This is an optimization exercise on Yosys and OpenROAD, whose aim is small area, a short achievable clock period and few clock cycles per item, not a production implementation.
Power is estimated from default activity; no workload was simulated.

Design session_replay_counter_table, start of the top module:
module session_replay_counter_table (
    input  logic        i_clk,
    input  logic        i_rst_n,
    input  logic        i_in_valid,
    output logic        o_in_ready,
    input  logic        i_in_kind,
    input  logic [31:0] i_in_sess,
    input  logic [31:0] i_in_counter,
    output logic        o_out_valid,
    input  logic        i_out_ready,
    output logic        o_out_accepted
);
==> module session_replay_counter_table, before the edit <==
module session_replay_counter_table (
    input  logic        i_clk,
    input  logic        i_rst_n,
    input  logic        i_in_valid,
    output logic        o_in_ready,
    input  logic        i_in_kind,
    input  logic [31:0] i_in_sess,
    input  logic [31:0] i_in_counter,
    output logic        o_out_valid,
    input  logic        i_out_ready,
    output logic        o_out_accepted
);
    localparam int SLOTS = srct_pkg::SLOTS;
    localparam int NB    = 4;   
    logic [SLOTS-1:0] r_valid;
    logic [31:0]      r_sess [SLOTS];
    logic [31:0]      r_ctr  [SLOTS];
    logic             r_v2;       
    logic [SLOTS-1:0] r_sel2;     
    logic             r_any2;     
    logic             r_force2;   
    logic [31:0]      r_c2;       
    logic             r_v3;
    logic [SLOTS-1:0] r_sel3;
    logic             r_any3;
    logic             r_force3;
    logic [31:0]      r_c3;
    logic [NB-1:0]    r_gb3;      
    logic [NB-1:0]    r_eb3;      
    logic [NB-1:0]    r_gf3;      
    logic [NB-1:0]    r_ef3;      
    logic             r_same3;    
    logic             r_wr4;      
    logic [2:0]       r_qcnt;
    logic [3:0]       r_qacc;
    logic             r_ovalid;   
    logic             r_ready;
    logic [SLOTS-1:0] w_hit;
    logic [SLOTS-1:0] w_first_free;
    logic [SLOTS-1:0] w_sel;
    logic             w_any_hit;
    logic             w_seen_free;
    logic             w_cnz;
    logic             w_take;
    logic             w_alloc;
    logic [31:0]      w_hctr;
    logic [NB-1:0]    w_gb;
    logic [NB-1:0]    w_eb;
    logic [NB-1:0]    w_gf;
    logic [NB-1:0]    w_ef;
    logic [NB-1:0]    w_g3;
    logic [NB-1:0]    w_e3;
    logic             w_gt;
    logic             w_wr3;
    logic             w_acc3;
    logic             w_pop;
    assign w_take = i_in_valid && r_ready;
    assign w_cnz  = (i_in_counter != 32'd0);
    always_comb begin
        w_seen_free = 1'b0;
        for (int i = 0; i < SLOTS; i++) begin
            w_hit[i]        = r_valid[i] && (r_sess[i] == i_in_sess);
            w_first_free[i] = !r_valid[i] && !w_seen_free;
            w_seen_free     = w_seen_free || !r_valid[i];
        end
        w_any_hit = |w_hit;
        w_alloc   = w_cnz && !w_any_hit && w_seen_free;
        w_sel     = w_any_hit ? w_hit : (w_first_free & {SLOTS{w_alloc}});
    end
    always_comb begin
        w_hctr = '0;
        for (int i = 0; i < SLOTS; i++)
            if (r_sel2[i]) w_hctr = w_hctr | r_ctr[i];
        for (int b = 0; b < NB; b++) begin
            w_gb[b] = r_c2[8*b +: 8] >  w_hctr[8*b +: 8];
            w_eb[b] = r_c2[8*b +: 8] == w_hctr[8*b +: 8];
            w_gf[b] = r_c2[8*b +: 8] >  r_c3[8*b +: 8];
            w_ef[b] = r_c2[8*b +: 8] == r_c3[8*b +: 8];
        end
    end
    always_comb begin
        if (r_same3 && r_wr4) begin
            w_g3 = r_gf3;
            w_e3 = r_ef3;
        end else begin
            w_g3 = r_gb3;
            w_e3 = r_eb3;
        end
        w_gt = w_g3[3] ||
               (w_e3[3] && (w_g3[2] ||
                            (w_e3[2] && (w_g3[1] ||
                                         (w_e3[1] && w_g3[0])))));
        w_wr3  = r_force3 || w_gt;
        w_acc3 = r_any3 && w_wr3;
    end
    always_ff @(posedge i_clk) begin
        for (int i = 0; i < SLOTS; i++) begin
            if (w_first_free[i])           r_sess[i] <= i_in_sess;
            if (r_sel3[i] && w_wr3)        r_ctr[i]  <= r_c3;
        end
        r_c2     <= i_in_counter;
        r_force2 <= w_alloc || (i_in_kind && w_cnz);
        r_c3     <= r_c2;
        r_force3 <= r_force2;
        r_gb3    <= w_gb;
        r_eb3    <= w_eb;
        r_gf3    <= w_gf;
        r_ef3    <= w_ef;
        r_same3  <= |(r_sel2 & r_sel3);
        r_wr4    <= w_wr3;
    end
    logic [3:0] n_qacc;
    logic [2:0] n_qcnt;
    always_comb begin
        n_qacc = r_qacc;
        n_qcnt = r_qcnt;
        if (w_pop) begin
            n_qacc = {1'b0, r_qacc[3:1]};
            n_qcnt = n_qcnt - 3'd1;
        end
        if (r_v3) begin
            n_qacc[n_qcnt[1:0]] = w_acc3;
            n_qcnt              = n_qcnt + 3'd1;
        end
    end
    assign w_pop = r_ovalid && i_out_ready;
    always_ff @(posedge i_clk) begin
        if (!i_rst_n) begin
            r_valid  <= '0;
            r_v2     <= 1'b0;
            r_sel2   <= '0;
            r_any2   <= 1'b0;
            r_v3     <= 1'b0;
            r_sel3   <= '0;
            r_any3   <= 1'b0;
            r_qcnt   <= 3'd0;
            r_ovalid <= 1'b0;
            r_ready  <= 1'b1;
        end else begin
            r_valid  <= r_valid | (w_first_free & {SLOTS{w_take && w_alloc}});
            r_v2     <= w_take;
            r_sel2   <= w_sel & {SLOTS{w_take}};
            r_any2   <= w_take && (w_any_hit || w_alloc);
            r_v3     <= r_v2;
            r_sel3   <= r_sel2;
            r_any3   <= r_any2;
            r_qcnt   <= n_qcnt;
            r_ovalid <= (n_qcnt != 3'd0);
            r_ready  <= ({1'b0, n_qcnt} + {3'b0, r_v2} + {3'b0, w_take}) < 4'd4;
        end
        r_qacc <= n_qacc;
    end
    assign o_in_ready     = r_ready;
    assign o_out_valid    = r_ovalid;
    assign o_out_accepted = r_qacc[0];
endmodule
make LEC_CHECK=0 CAP_MARGIN=20 CORE_MARGIN=2 CORE_UTILIZATION=60 CTS_CLUSTER_DIAMETER=80 CTS_CLUSTER_SIZE=20 SETUP_SLACK_MARGIN=3.4 SLEW_MARGIN=20 finish   # period 6.0 ns
run.sh (not shown) runs the stock make flow with config.mk's settings and CLKGATE_MAP_FILE= SYNTH_SCRIPT=/design/flow/synth_recipe.tcl, a recipe that flattens the netlist after the stock synthesis.
The baseline finished clean.
Rerun with:
--- a/flow/design.v
+++ b/flow/design.v
@@ -39,10 +39,11 @@
     logic             r_wr4;      
     logic [2:0]       r_qcnt;
     logic [3:0]       r_qacc;
     logic             r_ovalid;   
     logic             r_ready;
+    logic [2:0]       r_occ;      
     logic [SLOTS-1:0] w_hit;
     logic [SLOTS-1:0] w_first_free;
     logic [SLOTS-1:0] w_sel;
     logic             w_any_hit;
     logic             w_seen_free;
@@ -71,19 +72,30 @@
         end
         w_any_hit = |w_hit;
         w_alloc   = w_cnz && !w_any_hit && w_seen_free;
         w_sel     = w_any_hit ? w_hit : (w_first_free & {SLOTS{w_alloc}});
     end
+    function automatic logic [1:0] cmp8(input logic [7:0] a, input logic [7:0] b);
+        logic [7:0] g;
+        logic [7:0] l;
+        g = a & ~b;
+        l = ~a & b;
+        for (int w = 1; w < 8; w = w * 2) begin
+            for (int k = 0; k < 8; k = k + 2 * w) begin
+                g[k] = g[k + w] | (~l[k + w] & g[k]);
+                l[k] = l[k + w] | (~g[k + w] & l[k]);
+            end
+        end
+        cmp8 = {g[0], !(g[0] || l[0])};
+    endfunction
     always_comb begin
         w_hctr = '0;
         for (int i = 0; i < SLOTS; i++)
             if (r_sel2[i]) w_hctr = w_hctr | r_ctr[i];
         for (int b = 0; b < NB; b++) begin
-            w_gb[b] = r_c2[8*b +: 8] >  w_hctr[8*b +: 8];
-            w_eb[b] = r_c2[8*b +: 8] == w_hctr[8*b +: 8];
-            w_gf[b] = r_c2[8*b +: 8] >  r_c3[8*b +: 8];
-            w_ef[b] = r_c2[8*b +: 8] == r_c3[8*b +: 8];
+            {w_gb[b], w_eb[b]} = cmp8(r_c2[8*b +: 8], w_hctr[8*b +: 8]);
+            {w_gf[b], w_ef[b]} = cmp8(r_c2[8*b +: 8], r_c3[8*b +: 8]);
         end
     end
     always_comb begin
         if (r_same3 && r_wr4) begin
             w_g3 = r_gf3;
@@ -140,21 +152,30 @@
             r_sel3   <= '0;
             r_any3   <= 1'b0;
             r_qcnt   <= 3'd0;
             r_ovalid <= 1'b0;
             r_ready  <= 1'b1;
+            r_occ    <= 3'd0;
         end else begin
             r_valid  <= r_valid | (w_first_free & {SLOTS{w_take && w_alloc}});
             r_v2     <= w_take;
             r_sel2   <= w_sel & {SLOTS{w_take}};
             r_any2   <= w_take && (w_any_hit || w_alloc);
             r_v3     <= r_v2;
             r_sel3   <= r_sel2;
             r_any3   <= r_any2;
             r_qcnt   <= n_qcnt;
             r_ovalid <= (n_qcnt != 3'd0);
-            r_ready  <= ({1'b0, n_qcnt} + {3'b0, r_v2} + {3'b0, w_take}) < 4'd4;
+            if (w_take && !w_pop) begin
+                r_occ   <= r_occ + 3'd1;
+                r_ready <= (r_occ < 3'd3);
+            end else if (!w_take && w_pop) begin
+                r_occ   <= r_occ - 3'd1;
+                r_ready <= 1'b1;
+            end else begin
+                r_ready <= (r_occ < 3'd4);
+            end
         end
         r_qacc <= n_qacc;
     end
     assign o_in_ready     = r_ready;
     assign o_out_valid    = r_ovalid;
Outcome: The new run passed the timing, DRC and antenna checks; fmax decreases by 1.1%; sequential power barely changes; cell area shrinks by 1.1%; core utilization went up by 0.66 points; routed wire length shrinks by 6.2%; critical path depth went up by 1; cell count goes down by 0.55%.
No run of this note included a check of the RTL's function; only the layout flow was run.

## static timing again, ports no longer ideal
No port has a modelled driver above. Below, the same layouts with a new extraction and two added sets of constraints.
Step 1 assumes that a clkbuf_16 drives the clock port and a buf_2 every other input.
Step 2 times the ports against the registers' clock, not the clock port: input delays grow and output delays shrink by t, the midpoint of the rising clock arrivals with the driver on.
a / b / c = ideal / step 1 / step 2; a / b = the first two.
run	shift t [ns]	setup WS [ns]	worst setup path after step 2	worst slew at a driven data input, ns
the first run	0.629	3.226 / 3.249 / 2.619	input to register	0.07
the second run	0.633	3.196 / 3.218 / 2.585	input to register	0.08
After both steps setup and hold are still met in every run listed. For the second run, which loses most, drivers alone change the setup slack by +0.022 ns; drivers and shift together by -0.611 ns.
